Background: an optimization exercise with open tools, aiming at small area, a short achievable clock period and few clock cycles. Do not read the settings as production practice.
At most, simulation tests tie the RTL to the original design; equivalence was not proved.

old:
## mm2s_cmd_gen
module mm2s_cmd_gen
#(
  parameter int CORE_INSTR_WIDTH = 64,
  parameter int CORE_CMD_WIDTH   = 80
) (
  input  logic                        clk,
  input  logic                        rst_n,
  input  logic [CORE_INSTR_WIDTH-1:0] s_axis_mm2s_instr_tdata,
  input  logic                        s_axis_mm2s_instr_tvalid,
  output logic                        s_axis_mm2s_instr_tready,
  output logic [CORE_CMD_WIDTH-1:0]   m_axis_mm2s_cmd_tdata,
  output logic                        m_axis_mm2s_cmd_tvalid,
  input  logic                        m_axis_mm2s_cmd_tready
);
  localparam logic [2:0] E_IDLE = 3'd0;
  localparam logic [2:0] E_C    = 3'd1;    
  localparam logic [2:0] E_W    = 3'd2;    
  localparam logic [2:0] E_H    = 3'd3;    
  localparam logic [2:0] E_E    = 3'd4;    
  localparam logic [2:0] E_E2   = 3'd5;    
  localparam logic [2:0] E_D    = 3'd6;    
  localparam logic [2:0] E_F    = 3'd7;    
  wire [63:0] instr = s_axis_mm2s_instr_tdata;
  logic [8:0]  tile_ih_q, tile_iw_q, layer_ih_q, layer_iw_q;
  logic [9:0]  tile_c_q;
  logic [15:0] layer_c_q;
  logic [17:0] layer_iwih_q;
  logic [31:0] fin_baddr_q;
  logic        eom_q;
  logic [2:0]  est_q;
  logic [15:0] sc_q;           
  logic [8:0]  sw_q, sh_q;     
  logic [9:0]  rc_q;
  logic [8:0]  rh_q, rw_q;
  logic        eol_q, emp_q, wfull_q, hfull_q, hi_q;
  logic [31:0] acc_q;
  logic        w_valid_q, w_last_q, w_tl_q;
  logic [31:0] w_addr_q, w_cbase_q;
  logic [22:0] w_btt_q;
  logic [8:0]  w_hlen_q, w_hrem_q, w_iw_q;
  logic [9:0]  w_crem_q;
  logic [17:0] w_iwih_q;
  logic        instr_hs, ho, adv, wrap;
  logic [31:0] mac, mac_a1, mac_a2, w_sum;
  logic [17:0] mac_x;
  logic [9:0]  mac_y;
  logic [15:0] cu_l;
  logic [9:0]  cu_t;
  logic        cu_empty, cu_full;
  logic [9:0]  cu_r;
  logic        whole, chan;
  assign whole = wfull_q && hfull_q;
  assign chan  = wfull_q && !hfull_q;
  assign s_axis_mm2s_instr_tready = (est_q == E_IDLE) || ((est_q == E_F) && !w_valid_q);
  assign instr_hs = s_axis_mm2s_instr_tvalid && s_axis_mm2s_instr_tready;
  assign adv = w_valid_q && m_axis_mm2s_cmd_tready;
  assign ho  = (est_q == E_F) && (!w_valid_q || (m_axis_mm2s_cmd_tready && w_last_q));
  always_comb begin
    mac_x  = '0;
    mac_y  = '0;
    mac_a1 = '0;
  ...
Size: ~2400 cells after synthesis, about 25000 sq um of cells after synthesis.
==> flow/config.mk <==
export PLATFORM = sky130hd
export DESIGN_NAME = mm2s_cmd_gen
export DESIGN_NICKNAME = mm2s_cmd_gen
export VERILOG_FILES = /design/flow/design.v
export SDC_FILE = /design/flow/constraint.sdc
export NUM_CORES = 4
export LEC_CHECK = 0
export ABC_CLOCK_PERIOD_IN_PS = 4000
export CAP_MARGIN = 20
export CORE_MARGIN = 2
export CORE_UTILIZATION = 40
export SLEW_MARGIN = 20
==> flow/constraint.sdc <==
create_clock -name core_clock -period 11.0 [get_ports {clk}]
set_input_delay 2.2000 -clock core_clock [delete_from_list [all_inputs] [get_ports {clk}]]
set_output_delay 2.2000 -clock core_clock [all_outputs]
set_load 0.01 [all_outputs]
run.sh (not shown) runs the stock make flow with config.mk's settings and CLKGATE_MAP_FILE= SYNTH_SCRIPT=/design/flow/synth_recipe.tcl, a recipe that flattens the netlist after the stock synthesis.
Here is what was changed in the inputs of new compared with old.
# old
export LEC_CHECK = 0
export ABC_CLOCK_PERIOD_IN_PS = 4000
export CAP_MARGIN = 20
export CORE_MARGIN = 2
export CORE_UTILIZATION = 40
export SLEW_MARGIN = 20
create_clock -name core_clock -period 11.0 [get_ports {clk}]
# new
export LEC_CHECK = 0
export ABC_CLOCK_PERIOD_IN_PS = 4000
export CAP_MARGIN = 20
export CORE_MARGIN = 2
export CORE_UTILIZATION = 40
export SETUP_SLACK_MARGIN = 5
export SLEW_MARGIN = 20
create_clock -name core_clock -period 11.0 [get_ports {clk}]
==> comparison <==
- Detailed route, new vs old: via total higher for new
- new vs. old: number of inserted diodes increased 1, setup slack +1500 ps, final cell area excluding filler cells higher, routability congestion estimate higher.
- Against old, detailed-route vias per instance in new rose slightly.
Function was not checked in any run of this note: the RTL went through the layout flow alone.

========
== run 1 ==
mm2s_cmd_gen, a different RTL version from the one above (not shown whole).
Size: ~2,900 cells after synthesis, roughly 380 flip-flops.
==> flow/config.mk <==
export PLATFORM = sky130hd
export DESIGN_NAME = mm2s_cmd_gen
export DESIGN_NICKNAME = mm2s_cmd_gen
export VERILOG_FILES = /design/flow/design.v
export SDC_FILE = /design/flow/constraint.sdc
export NUM_CORES = 4
export LEC_CHECK = 0
export CAP_MARGIN = 20
export CORE_MARGIN = 2
export CORE_UTILIZATION = 40
export SETUP_SLACK_MARGIN = 5
export SLEW_MARGIN = 20
==> flow/constraint.sdc <==
create_clock -name core_clock -period 11.0 [get_ports {clk}]
set_input_delay 2.2000 -clock core_clock [delete_from_list [all_inputs] [get_ports {clk}]]
set_output_delay 2.2000 -clock core_clock [all_outputs]
set_load 0.01 [all_outputs]
Testbench counts of run 1, summed over its fixed seeds: cycles 12,595.
For run 2, these inputs were changed with respect to run 1:
Settings: SETUP_SLACK_MARGIN removed (was 5).
==> flow/flow/run.sh (new file) <==
#!/bin/bash
# Standard layout, with timing repair aiming at 6 ns below the clock period.
set -euo pipefail
bash standard.sh SETUP_SLACK_MARGIN=6 finish > standard_flow.log 2>&1
==> flow/standard.sh (new file) <==
#!/bin/bash
# synth_recipe.tcl (not shown) runs the flow's synth.tcl, then flattens the netlist and writes it again
# the make line also repeats each setting of config.mk as NAME=value (left out here)
make -C /OpenROAD-flow-scripts/flow DESIGN_CONFIG=/design/flow/config.mk WORK_HOME=/design/flow/orfs CLKGATE_MAP_FILE= SYNTH_SCRIPT=/design/flow/synth_recipe.tcl "${@:-finish}"
removed: flow/run.sh
==> run summary <==
Status: wire length after detailed routing parity (run 2, run 1)
Higher portion of the clock cycle consumed by the worst path in the final layout among run 2 and run 1: run 1
Fmax was lower in run 1 than in run 2.
Diff run 2 and run 1: clock skew higher in run 1
Relative to run 1, the count of fill cells added during filler insertion measured on run 2 has decreased slightly.
The inputs of run 3 differ from those of run 2 as listed below.
==> flow/flow/run.sh <==
#!/bin/bash
# Standard layout, with timing repair aiming at 6.4 ns below the clock period.
set -euo pipefail
bash standard.sh SETUP_SLACK_MARGIN=6.4 finish > standard_flow.log 2>&1
[summary]
- Share of layout cells above drive strength 1 in run 3 is 5.3 points higher than in run 2
- Against run 2, run 3 reports a worst hold slack that is higher.
- Going from run 2 to run 3, final critical-path share of the clock period shrinks by 0.85 points.
- Changes observed in run 3 relative to run 2: estimated wirelength of the detail-placed design went up by 680 um; area taken by flip-flops and latches stayed essentially flat.
- Setup fix buffers added after clock tree synthesis was higher in the run labelled run 3.
- Run 3 vs. run 2: worst path setup slack after routing went up; total length of routed met2 wires went down; via count of the first global-routing pass went up.
#### Input delta (run 4 over run 3)
==> flow/flow/run.sh <==
#!/bin/bash
# Standard layout, with timing repair aiming at 7 ns below the clock period.
set -euo pipefail
bash standard.sh SETUP_SLACK_MARGIN=7 finish > standard_flow.log 2>&1
[summary]
- The area of the die of run 3 and that of run 4 are within noise of each other.
- Run 4 against run 3: routed wire length +7.0%.
- [run 4] non-clock buffer count rose 113 relative to run 3
- Run 4 ended up with a higher routed length on met1 than run 3 did.
- Going from run 3 to run 4, global-route wire length before repair grew by a few percent.
- Placer congestion estimate in run 4 is 3.0% higher than in run 3
- Of run 3 and run 4, the lower arrival time at the worst endpoint belongs to run 3.
- Final antenna diode count: run 4 higher than run 3

==> afterwards: timing with drivers on the ports <==
In the flow no input, the clock included, has a driving cell. The finished layouts below were timed again as built, in two steps. Step 1: set_driving_cell puts a clkbuf_16 on clk and a buf_2 on each other input, an assumption about the parent block. Step 2 times the ports against the registers' clock, not the clock port: input delays grow and output delays shrink by t, the midpoint of the rising clock arrivals with the driver on. a / b / c = ideal ports / drivers / drivers and shift; a / b = the first two.
run | shift t [ns] | slack for setup (ns) | worst hold slack (ns) | latest minus earliest clock arrival (ns) | pins driven straight from the clock port
old | 0.627 | 2.393 / 2.393 / 2.393 | 0.483 / 0.483 / 0.483 | 0.020 / 0.020 | 1
new | 0.631 | 3.888 / 3.888 / 3.888 | 0.518 / 0.518 / 0.518 | 0.024 / 0.023 | 1
run 1 | 0.663 | 5.251 / 5.251 / 5.251 | 0.528 / 0.528 / 0.528 | 0.041 / 0.041 | 1
run 2 | 0.661 | 6.010 / 6.010 / 5.580 | 0.521 / 0.521 / 0.521 | 0.034 / 0.034 | 1
run 3 | 0.642 | 6.103 / 6.103 / 5.890 | 0.545 / 0.545 / 0.545 | 0.023 / 0.022 | 1
run 4 | 0.659 | 6.033 / 6.033 / 6.033 | 0.558 / 0.558 / 0.558 | 0.027 / 0.027 | 1
After both steps every run listed still meets setup and hold. The setup slack of run 2, which loses most, moves by 0.000 ns with the drivers and by -0.430 ns with both steps.
